This design comes from an exercise in tuning for small area on the open sky130 flow, not from production work.
Only simulation tests tie the RTL to the original design; equivalence was not proved.
No activity file was given, so power comes from the tool's default toggle rates.

Setup of maple:
// seat_reservation_ctrl
module seat_reservation_ctrl
#(
  parameter int unsigned NUM_SEATS = 32,
  parameter int unsigned USER_W    = 8,
  localparam int unsigned SEAT_W   = $clog2(NUM_SEATS)
) (
  input  logic                 clk,
  input  logic                 rst_n,
  input  logic                 rst_timer,
  input  logic [10:0]          time_in,
  input  logic                 req_valid,
  output logic                 req_ready,
  input  logic [1:0]           req_op,
  input  logic [SEAT_W-1:0]    req_seat,
  input  logic [USER_W-1:0]    req_user,
  input  logic [7:0]           req_dur,
  output logic                 rsp_valid,
  output logic [1:0]           rsp_status,
  output logic [NUM_SEATS-1:0] seat_occupied,
  output logic [SEAT_W:0]      free_count
);
Size: roughly 2100 cells after synthesis, ~80 I/O pins.
Settings: LEC_CHECK=0, CAP_MARGIN=10, CORE_MARGIN=2, CORE_UTILIZATION=70, GPL_TIMING_DRIVEN=0, PLACE_DENSITY=0.8, SETUP_SLACK_MARGIN=0.35, SLEW_MARGIN=10, SYNTH_HIERARCHICAL=1; clock period 10.0 ns.
standard.sh (not shown) runs the stock make flow with config.mk's settings and CLKGATE_MAP_FILE= SYNTH_SCRIPT=/design/flow/synth_recipe.tcl, a recipe that flattens the netlist after the stock synthesis.
==> flow/flow/run.sh <==
#!/bin/bash
set -uo pipefail
W=$PWD
F=$W/flow
RES=$W/orfs/results/$FLOW_PLATFORM/seat_reservation_ctrl/base
LIB=$FLOW_HOME/platforms/$FLOW_PLATFORM/lib/sky130_fd_sc_hd__tt_025C_1v80.lib

bash standard.sh synth > $W/log_std_synth.txt 2>&1 || { echo "standard synth failed"; exit 1; }
cp $RES/1_2_yosys.v $W/ref_1_2_yosys.v

# 2. own synthesis in a separate ORFS work home
python3 $F/genmodels.py $LIB $W/comb_models.v > $W/log_genmodels.txt 2>&1
sed -e "s#WORK_HOME=[^ ]*#WORK_HOME=$W/own#" -e "s#SYNTH_SCRIPT=[^ ]*#SYNTH_SCRIPT=$F/own_synth.tcl#" \
  -e "s#^if \[\[ -f .*#if false; then#" standard.sh > $W/own_synth.sh
OWN_FLOW_DIR=$F OWN_MODELS=$W/comb_models.v bash $W/own_synth.sh synth > $W/log_own_synth.txt 2>&1
OWN=$W/own/results/$FLOW_PLATFORM/seat_reservation_ctrl/base/1_2_yosys.v
if [[ -f $OWN ]] && python3 $F/check_regs.py $W/ref_1_2_yosys.v $OWN > $W/log_check_regs.txt 2>&1; then
  cp $OWN $RES/1_2_yosys.v
  touch $RES/1_2_yosys.v
  echo "using own synthesis"
else
  echo "own synthesis not used"
fi

# 3. the standard layout steps on that netlist, with a leaner clock tree (no dummy loads,
#    smaller buffers) and small port buffers
export CTS_ARGS="-sink_clustering_enable -repair_clock_nets -dont_use_dummy_load -buf_list {sky130_fd_sc_hd__clkbuf_8} -sink_clustering_size 16 -sink_clustering_max_diameter 75"
export BUFFER_PORTS_ARGS="-buffer_cell sky130_fd_sc_hd__buf_1"
# the timing and design repair may use only the small buffers (buf_1, buf_2, buf_4)
for step in FLOORPLAN RESIZE CTS GLOBAL_ROUTE DETAIL_ROUTE; do export PRE_${step}_TCL=$F/small_bufs.tcl; done
bash standard.sh finish > $W/log_layout.txt 2>&1
==> flow/flow/small_bufs.tcl <==
# Sourced before the repair steps: design and timing repair may use only the small buffers,
# and no wide XOR/XNOR gates or low-power clock inverters for data nets.
set_dont_use [get_lib_cells {*/sky130_fd_sc_hd__buf_6 */sky130_fd_sc_hd__buf_8 */sky130_fd_sc_hd__buf_12 */sky130_fd_sc_hd__buf_16 */sky130_fd_sc_hd__bufbuf_8 */sky130_fd_sc_hd__bufbuf_16 */sky130_fd_sc_hd__bufinv_8 */sky130_fd_sc_hd__bufinv_16 */sky130_fd_sc_hd__xor2_2 */sky130_fd_sc_hd__xor2_4 */sky130_fd_sc_hd__xnor2_2 */sky130_fd_sc_hd__xnor2_4 */sky130_fd_sc_hd__clkinvlp_2 */sky130_fd_sc_hd__clkinvlp_4}]
puts "small_bufs: big buffers and wide XOR cells marked dont_use"
Other scripts of this flow, unchanged in this note and not shown: flow/flow/area.abc, flow/flow/check_regs.py, flow/flow/genmodels.py, flow/flow/own_synth.tcl
--- input diff maple..fjord ---
==> flow/flow/small_bufs.tcl <==
# Sourced before the repair steps: design and timing repair may use only the small buffers,
# and no wide XOR/XNOR gates or low-power clock inverters for data nets.
set_dont_use [get_lib_cells {*/sky130_fd_sc_hd__buf_4 */sky130_fd_sc_hd__buf_6 */sky130_fd_sc_hd__buf_8 */sky130_fd_sc_hd__buf_12 */sky130_fd_sc_hd__buf_16 */sky130_fd_sc_hd__bufbuf_8 */sky130_fd_sc_hd__bufbuf_16 */sky130_fd_sc_hd__bufinv_8 */sky130_fd_sc_hd__bufinv_16 */sky130_fd_sc_hd__xor2_2 */sky130_fd_sc_hd__xor2_4 */sky130_fd_sc_hd__xnor2_2 */sky130_fd_sc_hd__xnor2_4 */sky130_fd_sc_hd__clkinvlp_2 */sky130_fd_sc_hd__clkinvlp_4}]
puts "small_bufs: big buffers and wide XOR cells marked dont_use"
==> results.txt <==
- Delta (fjord minus maple): power stayed essentially flat, register fraction of the total cell area rose by 0.22 points.
- Between maple and fjord, violation count after the first detailed-route iteration is lower for maple, fjord comes in above that.
- Comparing maple and fjord, insertion delay to the later sink of the worst-skew pair is higher on maple.
- Cell area | fjord vs maple | fjord smaller
- | non-clock buffer count | higher: maple |
- Comparing maple and fjord, maximum fanout encountered on the critical timing path is higher on maple.
- Summary of fjord over maple: wire length climbed 0.31%, first-pass GRT wire length climbed 540 um, final net count barely changed, worst hold slack barely changed.
- maple ended up with nor2b_2 as its slowest cell on the critical path; fjord ended up with a21boi_4.
For amber, these inputs were changed with respect to fjord:
==> flow/flow/small_bufs.tcl <==
# Sourced before the repair steps: design and timing repair may use only the small buffers.
set_dont_use [get_lib_cells {*/sky130_fd_sc_hd__buf_6 */sky130_fd_sc_hd__buf_8 */sky130_fd_sc_hd__buf_12 */sky130_fd_sc_hd__buf_16 */sky130_fd_sc_hd__bufbuf_8 */sky130_fd_sc_hd__bufbuf_16 */sky130_fd_sc_hd__bufinv_8 */sky130_fd_sc_hd__bufinv_16}]
puts "small_bufs: big buffers marked dont_use"
==> comparison <==
- Summary of amber over fjord: number of port buffers neither gained nor lost much, cell area picked up an extra about 1%.
- The global-route wire length before repair on amber is in line with that on fjord.
- Sort fjord and amber by number of inserted filler cells in the final layout, descending, and fjord comes first.
#### Input delta (lagoon over amber)
diff --git a/flow/flow/run.sh b/flow/flow/run.sh
--- a/flow/flow/run.sh
+++ b/flow/flow/run.sh
@@ -25,5 +25,5 @@
 # 3. the standard layout steps on that netlist, with a leaner clock tree (no dummy loads,
 #    smaller buffers) and small port buffers
-export CTS_ARGS="-sink_clustering_enable -repair_clock_nets -dont_use_dummy_load -buf_list {sky130_fd_sc_hd__clkbuf_8} -sink_clustering_size 16 -sink_clustering_max_diameter 75"
+export CTS_ARGS="-sink_clustering_enable -repair_clock_nets -dont_use_dummy_load -buf_list {sky130_fd_sc_hd__clkbuf_8} -sink_clustering_size 18 -sink_clustering_max_diameter 75"
 export BUFFER_PORTS_ARGS="-buffer_cell sky130_fd_sc_hd__buf_1"
 # the timing and design repair may use only the small buffers (buf_1, buf_2, buf_4)
==> flow/flow/small_bufs.tcl <==
# Sourced before the repair steps: design and timing repair may use only the small buffers,
# and no wide XOR/XNOR gates or low-power clock inverters for data nets.
set_dont_use [get_lib_cells {*/sky130_fd_sc_hd__buf_4 */sky130_fd_sc_hd__buf_6 */sky130_fd_sc_hd__buf_8 */sky130_fd_sc_hd__buf_12 */sky130_fd_sc_hd__buf_16 */sky130_fd_sc_hd__bufbuf_8 */sky130_fd_sc_hd__bufbuf_16 */sky130_fd_sc_hd__bufinv_8 */sky130_fd_sc_hd__bufinv_16 */sky130_fd_sc_hd__xor2_2 */sky130_fd_sc_hd__xor2_4 */sky130_fd_sc_hd__xnor2_2 */sky130_fd_sc_hd__xnor2_4 */sky130_fd_sc_hd__clkinvlp_2 */sky130_fd_sc_hd__clkinvlp_4}]
puts "small_bufs: big buffers and wide XOR cells marked dont_use"
Findings:
Sort amber and lagoon by fraction of the cycle the final worst path needs, ascending, and lagoon comes first. Fraction of cell area in non-clock buffers: lagoon vs amber — no meaningful difference. lagoon packs its core looser than amber. lagoon vs amber, sequential share of layout area went up by 0.67 points. As far as final setup violation count goes, amber and lagoon are indistinguishable; the numbers are identical. lagoon ended up with a higher non-clock buffer count than amber did. Required arrival time at the worst endpoint in lagoon is 30 ps above amber. lagoon vs amber, signed area change from the synthesized netlist to the final layout went down by 1.4 points. lagoon vs amber: non-filler instance count after layout up slightly. Share of power burned in combinational logic across amber and lagoon: no real change.


seat_reservation_ctrl, a different RTL version from the one above (not shown whole).
Size in the first run: ~2100 cells after synthesis.
Settings: LEC_CHECK=0, CAP_MARGIN=10, CORE_MARGIN=2, CORE_UTILIZATION=60, GPL_TIMING_DRIVEN=0, PLACE_DENSITY=0.7, SLEW_MARGIN=10, SYNTH_HIERARCHICAL=1; clock period 10.0 ns.
==> flow/flow/run.sh <==
#!/bin/bash
set -uo pipefail
W=$PWD
F=$W/flow
RES=$W/orfs/results/$FLOW_PLATFORM/seat_reservation_ctrl/base
LIB=$FLOW_HOME/platforms/$FLOW_PLATFORM/lib/sky130_fd_sc_hd__tt_025C_1v80.lib

bash standard.sh synth > $W/log_std_synth.txt 2>&1 || { echo "standard synth failed"; exit 1; }
cp $RES/1_2_yosys.v $W/ref_1_2_yosys.v

# 2. own synthesis in a separate ORFS work home
python3 $F/genmodels.py $LIB $W/comb_models.v > $W/log_genmodels.txt 2>&1
sed -e "s#WORK_HOME=[^ ]*#WORK_HOME=$W/own#" -e "s#SYNTH_SCRIPT=[^ ]*#SYNTH_SCRIPT=$F/own_synth.tcl#" \
  -e "s#^if \[\[ -f .*#if false; then#" standard.sh > $W/own_synth.sh
OWN_FLOW_DIR=$F OWN_MODELS=$W/comb_models.v bash $W/own_synth.sh synth > $W/log_own_synth.txt 2>&1
OWN=$W/own/results/$FLOW_PLATFORM/seat_reservation_ctrl/base/1_2_yosys.v
if [[ -f $OWN ]] && python3 $F/check_regs.py $W/ref_1_2_yosys.v $OWN > $W/log_check_regs.txt 2>&1; then
  cp $OWN $RES/1_2_yosys.v
  touch $RES/1_2_yosys.v
  echo "using own synthesis"
else
  echo "own synthesis not used"
fi

# 3. the standard layout steps on that netlist, with a leaner clock tree (no dummy loads,
#    smaller buffers) and small port buffers
export CTS_ARGS="-sink_clustering_enable -repair_clock_nets -dont_use_dummy_load -buf_list {sky130_fd_sc_hd__clkbuf_8} -sink_clustering_size 16 -sink_clustering_max_diameter 75"
export BUFFER_PORTS_ARGS="-buffer_cell sky130_fd_sc_hd__buf_1"
# downsize cells with timing slack after global routing
export RECOVER_POWER=100
bash standard.sh finish > $W/log_layout.txt 2>&1
Other scripts of this flow, unchanged in this note and not shown: flow/flow/area.abc, flow/flow/check_regs.py, flow/flow/genmodels.py, flow/flow/own_synth.tcl
The starting point finished but failed the layout checks on capacitance limit, slew limit.
Edit:
--- a/flow/flow/run.sh
+++ b/flow/flow/run.sh
@@ -28,4 +28,2 @@
 export BUFFER_PORTS_ARGS="-buffer_cell sky130_fd_sc_hd__buf_1"
-# downsize cells with timing slack after global routing
-export RECOVER_POWER=100
 bash standard.sh finish > $W/log_layout.txt 2>&1
What happened: The changed run ran to the end with no violations; final area rose slightly; clock-buffer cell count does not change; clock skew is about the same; power rose slightly; setup slack gets better by 0.23 ns; area after synthesis stays the same.

## re-timing with driven ports
Ports are ideal in the flow. The routed layouts listed here were re-timed in OpenROAD.
Step 1: set_driving_cell puts a clkbuf_16 on clk and a buf_2 on each other input, an assumption about the parent block.
Step 2, shift: input delay + t, output delay - t, t = (earliest + latest rising clock arrival at the registers) / 2. This alone moves slack from input paths to output paths.
Three values: no drivers, after step 1, after step 2; two values: the first two.
run | shift t [ns] | slack for setup (ns) | slew at the worst register clock pin (ns) | pins driven straight from the clock port
maple | 0.713 | 0.504 / 0.536 / -0.177 | 0.10 / 0.10 | 1
fjord | 0.675 | 0.680 / 0.707 / 0.031 | 0.11 / 0.11 | 1
amber | 0.664 | 0.461 / 0.492 / -0.172 | 0.11 / 0.11 | 1
lagoon | 0.665 | 0.550 / 0.581 / -0.084 | 0.11 / 0.11 | 1
the first run of note 2 | 0.716 | 0.465 / 0.485 / -0.230 | 0.11 / 0.11 | 1
the second run of note 2 | 0.718 | 0.694 / 0.715 / -0.002 | 0.11 / 0.11 | 1
For the second run of note 2, which loses most, drivers alone change the setup slack by +0.021 ns; drivers and shift together by -0.696 ns.
